Background: an optimization exercise with open tools, aiming at a short achievable clock period and few clock cycles. Do not read the settings as production practice.
Function was checked by simulation only, so behaviour that the tests miss may differ from the original.
Power and IR drop assume default switching activity.

==> design/flow/design.v <==
`default_nettype none
package rv_pkg;
    localparam int XLEN       = 32;
    localparam int REG_ADDR_W = 5;
    localparam logic [6:0] OPC_OP_IMM = 7'b0010011;
    localparam logic [6:0] OPC_STORE  = 7'b0100011;
    localparam logic [6:0] OPC_LOAD   = 7'b0000011;
    localparam logic [6:0] OPC_LUI    = 7'b0110111;
    localparam logic [6:0] OPC_AUIPC  = 7'b0010111;
    localparam logic [6:0] OPC_JAL    = 7'b1101111;
    localparam logic [6:0] OPC_JALR   = 7'b1100111;
    localparam logic [2:0] F3_ADDI = 3'b000;
    localparam logic [2:0] F3_SW   = 3'b010;
    localparam logic [2:0] F3_LW   = 3'b010;
    localparam logic [2:0] F3_JALR = 3'b000;
    localparam logic [7:0] WMASK_WORD = 8'b0000_1111;
    typedef enum logic [2:0] {
        SRC_RS1_IMMI  = 3'd0,
        SRC_RS1_IMMS  = 3'd1,
        SRC_ZERO_UIMM = 3'd2,
        SRC_PC_UIMM   = 3'd3,
        SRC_PC_4      = 3'd4
    } alu_src_e;
    typedef enum logic [1:0] {
        WB_NONE = 2'd0,
        WB_ALU  = 2'd1,
        WB_MEM  = 2'd2
    } wb_sel_e;
endpackage
`default_nettype wire
`timescale 1ns/1ps
`default_nettype none
import rv_pkg::*;
module rv_pc_reg
#(
    parameter logic [XLEN-1:0] RESET_PC = '0
) (
    input  wire logic            clk_i,
    input  wire logic            rst_n_i,
    input  wire logic            jump_en_i,
    input  wire logic [XLEN-1:0] jump_addr_i,
    output logic      [XLEN-1:0] pc_o,
    output logic                 run_o
);
    logic [XLEN-1:0] pc_next;
    assign pc_next = jump_en_i ? jump_addr_i : pc_o + XLEN'(4);
    always_ff @(posedge clk_i or negedge rst_n_i) begin
        if (!rst_n_i) begin
            pc_o  <= RESET_PC;
            run_o <= 1'b0;
        end else begin
            run_o <= 1'b1;
            if (run_o) begin
                pc_o <= pc_next;
            end
        end
    end
endmodule
`default_nettype wire
`timescale 1ns/1ps
`default_nettype none
import rv_pkg::*;
module rv_idu
(
    input  wire logic [XLEN-1:0]       inst_i,
    input  wire logic [XLEN-1:0]       pc_i,
    input  wire logic                  run_i,
    input  wire logic [XLEN-1:0]       rs1_data_i,
    input  wire logic [XLEN-1:0]       rs2_data_i,
    output logic      [REG_ADDR_W-1:0] rs1_addr_o,
    output logic      [REG_ADDR_W-1:0] rs2_addr_o,
    output logic      [XLEN-1:0]       op1_o,
    output logic      [XLEN-1:0]       op2_o,
    output logic      [XLEN-1:0]       jop1_o,
    output logic      [XLEN-1:0]       jop2_o,
    output logic      [XLEN-1:0]       store_data_o,
    output logic      [REG_ADDR_W-1:0] rd_o,
    output logic                       reg_wen_o,
    output logic                       mem_wen_o,
    output logic                       mem_ren_o,
    output logic                       jump_o,
    output logic                       jalr_o
);
    logic [6:0]      opcode;
    logic [2:0]      funct3;
    logic [XLEN-1:0] imm_i;
    logic [XLEN-1:0] imm_s;
    logic [XLEN-1:0] imm_u;
    logic [XLEN-1:0] imm_j;
    rv_pkg::alu_src_e alu_src;
    logic            dec_reg_wen;
    logic            dec_mem_wen;
    logic            dec_mem_ren;
    logic            dec_jump;
    logic            dec_jalr;
    assign opcode = inst_i[6:0];
    assign funct3 = inst_i[14:12];
    assign rs1_addr_o = inst_i[19:15];
    assign rs2_addr_o = inst_i[24:20];
    assign rd_o       = inst_i[11:7];
    assign imm_i = {{(XLEN-12){inst_i[31]}}, inst_i[31:20]};
    assign imm_s = {{(XLEN-12){inst_i[31]}}, inst_i[31:25], inst_i[11:7]};
    assign imm_u = {inst_i[31:12], 12'b0};
    assign imm_j = {{(XLEN-20){inst_i[31]}}, inst_i[19:12], inst_i[20],
                    inst_i[30:21], 1'b0};
    always_comb begin
        alu_src     = SRC_RS1_IMMI;
        dec_reg_wen = 1'b0;
        dec_mem_wen = 1'b0;
        dec_mem_ren = 1'b0;
        dec_jump    = 1'b0;
        dec_jalr    = 1'b0;
        case (opcode)
            OPC_OP_IMM: begin
                dec_reg_wen = (funct3 == F3_ADDI);
            end
            OPC_LOAD: begin
                dec_reg_wen = (funct3 == F3_LW);
                dec_mem_ren = (funct3 == F3_LW);
            end
            OPC_STORE: begin
                alu_src     = SRC_RS1_IMMS;
                dec_mem_wen = (funct3 == F3_SW);
            end
            OPC_LUI: begin
                alu_src     = SRC_ZERO_UIMM;
                dec_reg_wen = 1'b1;
            end
            OPC_AUIPC: begin
                alu_src     = SRC_PC_UIMM;
                dec_reg_wen = 1'b1;
            end
            OPC_JAL: begin
                alu_src     = SRC_PC_4;
                dec_reg_wen = 1'b1;
                dec_jump    = 1'b1;
            end
            OPC_JALR: begin
                alu_src     = SRC_PC_4;
                dec_reg_wen = (funct3 == F3_JALR);
                dec_jump    = (funct3 == F3_JALR);
                dec_jalr    = (funct3 == F3_JALR);
            end
            default: ;
        endcase
    end
    always_comb begin
        case (alu_src)
            SRC_RS1_IMMS: begin
                op1_o = rs1_data_i;
                op2_o = imm_s;
            end
            SRC_ZERO_UIMM: begin
                op1_o = '0;
                op2_o = imm_u;
            end
            SRC_PC_UIMM: begin
                op1_o = pc_i;
                op2_o = imm_u;
            end
            SRC_PC_4: begin
                op1_o = pc_i;
                op2_o = XLEN'(4);
            end
            default: begin
                op1_o = rs1_data_i;
                op2_o = imm_i;
            end
        endcase
    end
    assign jop1_o = dec_jalr ? rs1_data_i : pc_i;
    assign jop2_o = dec_jalr ? imm_i : imm_j;
    assign store_data_o = rs2_data_i;
    assign reg_wen_o = run_i & dec_reg_wen;
    assign mem_wen_o = run_i & dec_mem_wen;
    assign mem_ren_o = run_i & dec_mem_ren;
    assign jump_o    = run_i & dec_jump;
    assign jalr_o    = run_i & dec_jalr;
endmodule
`default_nettype wire
`timescale 1ns/1ps
`default_nettype none
import rv_pkg::*;
module rv_regfile
(
    input  wire logic                  clk_i,
    input  wire logic                  rst_n_i,
    input  wire logic [REG_ADDR_W-1:0] raddr1_i,
    input  wire logic [REG_ADDR_W-1:0] raddr2_i,
    output logic      [XLEN-1:0]       rdata1_o,
    output logic      [XLEN-1:0]       rdata2_o,
    input  wire logic                  wen_i,
    input  wire logic [REG_ADDR_W-1:0] waddr_i,
    input  wire logic [XLEN-1:0]       wdata_i
);
    localparam int NUM_REGS = 2 ** REG_ADDR_W;
    logic [XLEN-1:0] regs [NUM_REGS];
    always_ff @(posedge clk_i or negedge rst_n_i) begin
        if (!rst_n_i) begin
            for (int i = 0; i < NUM_REGS; i++) begin
                regs[i] <= '0;
            end
        end else if (wen_i && (waddr_i != '0)) begin
            regs[waddr_i] <= wdata_i;
        end
    end
    assign rdata1_o = regs[raddr1_i];
    assign rdata2_o = regs[raddr2_i];
endmodule
`default_nettype wire
`timescale 1ns/1ps
`default_nettype none
import rv_pkg::*;
module rv_exu
(
    input  wire logic [XLEN-1:0]       op1_i,
    input  wire logic [XLEN-1:0]       op2_i,
    input  wire logic [XLEN-1:0]       jop1_i,
    input  wire logic [XLEN-1:0]       jop2_i,
    input  wire logic [XLEN-1:0]       store_data_i,
    input  wire logic [REG_ADDR_W-1:0] rd_i,
    input  wire logic                  reg_wen_i,
    input  wire logic                  mem_wen_i,
    input  wire logic                  mem_ren_i,
    input  wire logic                  jump_i,
    input  wire logic                  jalr_i,
    input  wire logic [XLEN-1:0]       mem_rdata_i,
    output logic                       jump_en_o,
    output logic      [XLEN-1:0]       jump_addr_o,
    output logic                       mem_wen_o,
    output logic      [XLEN-1:0]       mem_waddr_o,
    output logic      [XLEN-1:0]       mem_wdata_o,
    output logic      [7:0]            mem_wmask_o,
    output logic      [XLEN-1:0]       mem_raddr_o,
    output logic      [REG_ADDR_W-1:0] waddr_o,
    output logic      [XLEN-1:0]       wdata_o,
    output logic                       reg_wen_o
);
    logic [XLEN-1:0] alu_res;
    logic [XLEN-1:0] jump_sum;
    rv_pkg::wb_sel_e wb_sel;
    assign alu_res  = op1_i + op2_i;
    assign jump_sum = jop1_i + jop2_i;
    assign jump_en_o = jump_i;
    always_comb begin
        jump_addr_o = '0;
        if (jump_i) begin
            jump_addr_o = jalr_i ? (jump_sum & {{(XLEN-1){1'b1}}, 1'b0}) : jump_sum;
        end
    end
    assign mem_wen_o   = mem_wen_i;
    assign mem_waddr_o = mem_wen_i ? alu_res : '0;
    assign mem_wdata_o = mem_wen_i ? store_data_i : '0;
    assign mem_wmask_o = mem_wen_i ? WMASK_WORD : 8'b0;
    assign mem_raddr_o = mem_ren_i ? alu_res : '0;
    always_comb begin
        if (!reg_wen_i) begin
            wb_sel = WB_NONE;
        end else if (mem_ren_i) begin
            wb_sel = WB_MEM;
        end else begin
            wb_sel = WB_ALU;
        end
    end
    always_comb begin
        case (wb_sel)
            WB_ALU:  wdata_o = alu_res;
            WB_MEM:  wdata_o = mem_rdata_i;
            default: wdata_o = '0;
        endcase
    end
    assign waddr_o   = rd_i;
    assign reg_wen_o = reg_wen_i;
endmodule
`default_nettype wire
`timescale 1ns/1ps
`default_nettype none
import rv_pkg::*;
module rv_core_top
#(
    parameter logic [XLEN-1:0] RESET_PC = '0
) (
    input  wire logic            clk_i,
    input  wire logic            rst_n_i,
    output logic      [XLEN-1:0] inst_addr_o,
    input  wire logic [XLEN-1:0] inst_i,
    output logic                 mem_wen_o,
    output logic      [XLEN-1:0] mem_waddr_o,
    output logic      [XLEN-1:0] mem_wdata_o,
    output logic      [7:0]      mem_wmask_o,
    output logic      [XLEN-1:0] mem_raddr_o,
    input  wire logic [XLEN-1:0] mem_rdata_i
);
    logic [XLEN-1:0]       pc;
    logic                  run;
    logic                  jump_en;
    logic [XLEN-1:0]       jump_addr;
    logic [REG_ADDR_W-1:0] rs1_addr;
    logic [REG_ADDR_W-1:0] rs2_addr;
    logic [XLEN-1:0]       rs1_data;
    logic [XLEN-1:0]       rs2_data;
    logic [XLEN-1:0]       op1;
    logic [XLEN-1:0]       op2;
    logic [XLEN-1:0]       jop1;
    logic [XLEN-1:0]       jop2;
    logic [XLEN-1:0]       store_data;
    logic [REG_ADDR_W-1:0] rd;
    logic                  dec_reg_wen;
    logic                  dec_mem_wen;
    logic                  dec_mem_ren;
    logic                  dec_jump;
    logic                  dec_jalr;
    logic [REG_ADDR_W-1:0] wb_addr;
    logic [XLEN-1:0]       wb_data;
    logic                  wb_wen;
    assign inst_addr_o = pc;
    rv_pc_reg #(
        .RESET_PC (RESET_PC)
    ) i_rv_pc_reg (
        .clk_i       (clk_i),
        .rst_n_i     (rst_n_i),
        .jump_en_i   (jump_en),
        .jump_addr_i (jump_addr),
        .pc_o        (pc),
        .run_o       (run)
    );
    rv_idu i_rv_idu (
        .inst_i       (inst_i),
        .pc_i         (pc),
        .run_i        (run),
        .rs1_data_i   (rs1_data),
        .rs2_data_i   (rs2_data),
        .rs1_addr_o   (rs1_addr),
        .rs2_addr_o   (rs2_addr),
        .op1_o        (op1),
        .op2_o        (op2),
        .jop1_o       (jop1),
        .jop2_o       (jop2),
        .store_data_o (store_data),
        .rd_o         (rd),
        .reg_wen_o    (dec_reg_wen),
        .mem_wen_o    (dec_mem_wen),
        .mem_ren_o    (dec_mem_ren),
        .jump_o       (dec_jump),
        .jalr_o       (dec_jalr)
    );
    rv_regfile i_rv_regfile (
        .clk_i    (clk_i),
        .rst_n_i  (rst_n_i),
        .raddr1_i (rs1_addr),
        .raddr2_i (rs2_addr),
        .rdata1_o (rs1_data),
        .rdata2_o (rs2_data),
        .wen_i    (wb_wen),
        .waddr_i  (wb_addr),
        .wdata_i  (wb_data)
    );
    rv_exu i_rv_exu (
        .op1_i        (op1),
        .op2_i        (op2),
        .jop1_i       (jop1),
        .jop2_i       (jop2),
        .store_data_i (store_data),
        .rd_i         (rd),
        .reg_wen_i    (dec_reg_wen),
        .mem_wen_i    (dec_mem_wen),
        .mem_ren_i    (dec_mem_ren),
        .jump_i       (dec_jump),
        .jalr_i       (dec_jalr),
        .mem_rdata_i  (mem_rdata_i),
        .jump_en_o    (jump_en),
        .jump_addr_o  (jump_addr),
        .mem_wen_o    (mem_wen_o),
        .mem_waddr_o  (mem_waddr_o),
        .mem_wdata_o  (mem_wdata_o),
        .mem_wmask_o  (mem_wmask_o),
        .mem_raddr_o  (mem_raddr_o),
        .waddr_o      (wb_addr),
        .wdata_o      (wb_data),
        .reg_wen_o    (wb_wen)
    );
endmodule
`default_nettype wire
==> design/flow/config.mk <==
export PLATFORM = sky130hd
export DESIGN_NAME = rv_core_top
export DESIGN_NICKNAME = rv_core_top
export VERILOG_FILES = /design/flow/design.v
export SDC_FILE = /design/flow/constraint.sdc
export NUM_CORES = 8
export LEC_CHECK = 0
export CAP_MARGIN = 20
export CORE_MARGIN = 2
export CORE_UTILIZATION = 30
export SLEW_MARGIN = 20
==> design/flow/constraint.sdc <==
create_clock -name core_clock -period 13.0 [get_ports {clk_i}]
set_input_delay 2.6000 -clock core_clock [delete_from_list [all_inputs] [get_ports {clk_i}]]
set_output_delay 2.6000 -clock core_clock [all_outputs]
set_load 0.01 [all_outputs]
==> design/flow/run.sh <==
#!/bin/bash
# synth_recipe.tcl (not shown) runs the flow's synth.tcl, then flattens the netlist and writes it again
# the make line also repeats each setting of config.mk as NAME=value (left out here)
make -C /OpenROAD-flow-scripts/flow DESIGN_CONFIG=/design/flow/config.mk WORK_HOME=/design/flow/orfs CLKGATE_MAP_FILE= SYNTH_SCRIPT=/design/flow/synth_recipe.tcl finish
==> run summary <==
[cell usage after synthesis (4+ instances only)]
| cell | number | area, µm² |
|---|---|---|
| xnor2_1 | 36 | 315 |
| a21oi_1 | 508 | 2540 |
| o2bb2a_1 | 6 | 60.1 |
| o32a_1 | 17 | 170 |
| o22ai_1 | 9 | 56.3 |
| nor4_1 | 13 | 81.3 |
| buf_1 | 28 | 105 |
| o21ai_0 | 715 | 3580 |
| nand2b_1 | 18 | 113 |
| o21a_1 | 11 | 82.6 |
| a211o_1 | 4 | 35.0 |
| nor3_1 | 52 | 260 |
| and2_1 | 5 | 31.3 |
| a22o_1 | 271 | 2370 |
| ha_1 | 63 | 788 |
| nor2_1 | 676 | 2540 |
| o21bai_1 | 7 | 52.6 |
| inv_1 | 24 | 90.1 |
| dfrtp_1 | 1057 | 26500 |
| nor2_2 | 4 | 25.0 |
| o21ai_1 | 4 | 20.0 |
| nand4_1 | 140 | 876 |
| nand3b_1 | 10 | 75.1 |
| a211oi_1 | 7 | 52.6 |
| a31oi_1 | 12 | 75.1 |
| a22oi_1 | 463 | 3480 |
| o211ai_1 | 5 | 37.5 |
| buf_6 | 4 | 45.0 |
| buf_4 | 10 | 75.1 |
| xor2_1 | 32 | 280 |
| or3b_2 | 6 | 52.6 |
| or2_2 | 12 | 75.1 |
| mux2i_1 | 8 | 80.1 |
| nor2b_1 | 8 | 50.1 |
| a21oi_2 | 30 | 263 |
| and3_1 | 33 | 206 |
| a221oi_1 | 248 | 2170 |
| clkbuf_1 | 546 | 2050 |
| and4_1 | 5 | 43.8 |
| buf_2 | 16 | 80.1 |
| a21o_1 | 46 | 345 |
| nand3_1 | 128 | 641 |
| or3_1 | 11 | 68.8 |
| nand2_1 | 835 | 3130 |
[routing by layer]
metal	track usage [%]	vias up	routed length, µm
met4	22.1	18	27700
met1	40.3	27579	112000
li1	-	22603	-
met5	0.859	-	361
met3	15.3	1796	50000
met2	45.0	5440	122000
[state kept, by name, indices dropped and copies added, names as in the netlist]
signal / count
i_rv_regfile.regs: 1024
i_rv_pc_reg.pc_o: 32
i_rv_pc_reg.run_o: 1
[cell families (layout without fill, tap and decap cells)]
group | after synthesis | count (layout) | share of synthesized area, %
fa+ha+maj | 65 | 65 | 1.52
buf+inv | 629 | 678 | 4.49
other cells | 2 | 30 | 0.0138
xor+xnor | 68 | 68 | 1.09
simple gates | 1969 | 1969 | 15.4
compound gates | 2399 | 2399 | 28.8
mux | 12 | 12 | 0.250
flops | 1057 | 1057 | 48.5
[power by group through the flow]
stage	sequential, µW	clock [µW]	combinational [µW]
after CTS	3430	3410	723
after floorplan	3460	0	361
after global placement	3490	0	713
final	3440	3420	754
after detailed placement	3490	0	719
after global routing	3440	3550	794
[final timing paths]
check,to,slack (ns),startpoint,depth (start not counted)
min in group asynchronous,i_rv_regfile.regs[3][8]$_DFFE_PN0P_,1.87,rst_n_i,1
max in group asynchronous,i_rv_regfile.regs[21][26]$_DFFE_PN0P_,8.60,rst_n_i,3
worst max-delay path,mem_raddr_o[24],0.60,inst_i[15],21
worst min register to register,i_rv_regfile.regs[0][29]$_DFFE_PN0P_,0.40,i_rv_regfile.regs[0][29]$_DFFE_PN0P_,0
worst min-delay path,i_rv_regfile.regs[0][29]$_DFFE_PN0P_,0.40,i_rv_regfile.regs[0][29]$_DFFE_PN0P_,0
worst max register to register,i_rv_regfile.regs[17][17]$_DFFE_PN0P_,7.12,i_rv_regfile.regs[14][4]$_DFFE_PN0P_,16
[metrics by stage]
stage	instances	cell area (µm²)
after floorplan	6204	54600
after global placement	8411	60000
after detailed placement	8413	60100
after CTS	8622	63900
after global routing	8627	64000
final	8648	64000
[critical path, delay by kind of cell]
| family | cells | cell delay (ns) |
|---|---|---|
| AO/OA/AOI/OAI | 5 | 0.64 |
| XOR/XNOR | 1 | 0.42 |
| adder cells (fa/ha/maj) | 1 | 0.25 |
| buffers and inverters | 4 | 2.05 |
| AND/OR/NAND/NOR | 10 | 3.80 |
[cell type report]
| type | count | area share (%) |
|---|---|---|
| tap | 2370 | 4.63 |
| clock inverter | 59 | 0.977 |
| sequential | 1057 | 41.3 |
| antenna | 25 | 0.0977 |
| multi-input combinational | 4518 | 41.5 |
| inverter | 25 | 0.147 |
| timing repair buffer | 444 | 6.32 |
| clock buffer | 150 | 4.98 |
==> summary.txt <==
Status: no timing/DRC/antenna violations
Reg area: 0.0265 mm²
CP Launch Type: input port
Max Slew Vio Count: 0
Gate Count Post-Synth: 6201
DP HPWL: 195 mm
Root buffer cell: clkbuf_16
Sequential area share after synthesis: 48.5%
First-pass GRT wire length: 429 mm
Nets: 6290
Clock share of power: 44.9%
CTS Buffer Depth: 3
Endpoint class of the critical path: output pin
Crit path largest cell delay: 1.12 ns
Final worst path period share: 95.4%
Crit-path cells: clkdlybuf4s50_1 -> buf_4 -> nand3b_1 -> nor2_4 -> buf_4 -> a22o_1 -> a221oi_1 -> nand3_1 -> nor4_1 -> nor2_1 -> a22o_1 -> ha_1 -> and4_1 -> nand3_1 -> nor3_1 -> or2_1 -> a211o_1 -> a21oi_1 -> xor2_1 -> nor2_1 -> clkdlybuf4s50_1
Main synth FF type: dfrtp_1
Sw Ratio: 27.9%
Most frequent cells in the layout: dfrtp_1 (1057), nand2_1 (812), o21ai_0 (714)
Setup slack after layout: 0.597 ns
Total power draw: 7610 µW
CTS Hold Buffers Added: 0
Max frequency: 0.0806 GHz
Number of top-level pins: 203
Area of the core: 0.181 mm²
Area of the multi-input gates: 0.0266 mm²
Max VDD drop: 0.101 mV
Final ANT Viol Nets: 0
Sink Count: 1057
PwrDens: 119 mW/mm²
Req. time, crit path: 10.40 ns
Initial drt markers: 11.2k
Hold_ws: 0.402 ns
IO Port Bufs: 198
DRC: 0
Fill cell count: 18.4k
Grt ovf: 0
Total wire length after detailed routing: 312 mm
Vias: 57.4k
Clock latency (worst-skew pair): 0.80 ns
Setup TNS: 0 ns
Post-synthesis register bit count: 1057
Post-synth EDFFs: 0
Detailed Routing Iterations Pass 1: 22
Crit path time final: 12.40 ns
Vias in the first global route: 53.5k
Syn avg cell area: 8.80 µm²
Synth warnings: 5
Post-cts gate resize count: 0
P_int: 5490 µW
Part of the power in combinational logic: 9.9%
Final core utilization: 35.4%
Most common cell after layout, fill and taps aside: dfrtp_1
Max Cap Viol: 0
CTS Buf Count: 113
Ys async rst share: 100%
Worst-path clk slew: 0.06 ns
CTS tree: built
Slowest-stage cell, CP: nor2_4
Part of the power in registers: 45.2%
# rows: 156
Routability Congestion: 1.01
Largest net degree at the start of global routing: 158
RSZ-0062 raised after global routing: no
Worst Skew: 0.0411 ns
Starting density of the core: 30.2%
# setup viols final: 0
Yosys cell types: 80
H-tree depth: 3
Post-CTS setup buffers: 0
CP arrival: 9.80 ns
Total track usage: 32.7%
Switching power total: 2120 µW
Pre-CTS setup slack: 0.981 ns
Rel. slew slack: 12.3%
Worst-Margin Slew: 1.32 ns
Die X: 431 µm
Netlist area before placement: 0.0546 mm²
Vias per cell: 6.64
Worst Path Class, Setup: input port to output pin
Leakage power: 0.0268 µW
WL/cell: 36.1 µm
Final hold vios: 0
Crit path max fanout: 18
Layout cells sized above 1: 10.4%
Initial antenna violation count: 21
Min-Delay Path Class: flip-flop to flip-flop
Die H: 431 µm
Area Growth Syn to Fin: 17.3%
Full die area: 0.185 mm²
Testbench counts, summed over its fixed seeds: cycles 38,383.

[static timing again, ports no longer ideal]
The flow's constraints put no driver on any port. The routed layout listed below was extracted and timed again, unchanged, in two steps. Step 1 assumes that a clkbuf_16 drives the clock port and a buf_2 every other input. Step 2 adds t to the input delays and takes it off the output delays; t is the mean of the earliest and latest rising clock arrival at the registers after step 1. Input paths then give back, and output paths get back, about the clock's delay inside the block. Three values: ideal ports, drivers, drivers and shift; two values: the first two.
t, ns: 0.859
setup slack, ns: 0.597 / 0.497 / 0.497
hold slack, ns: 0.402 / 0.402 / 0.402
worst slew at a driven data input, ns: 0.25
pins driven straight from the clock port: 1
After both steps setup and hold are still met in this run. The setup slack of this run moves by -0.100 ns with the drivers and by -0.100 ns with both steps.
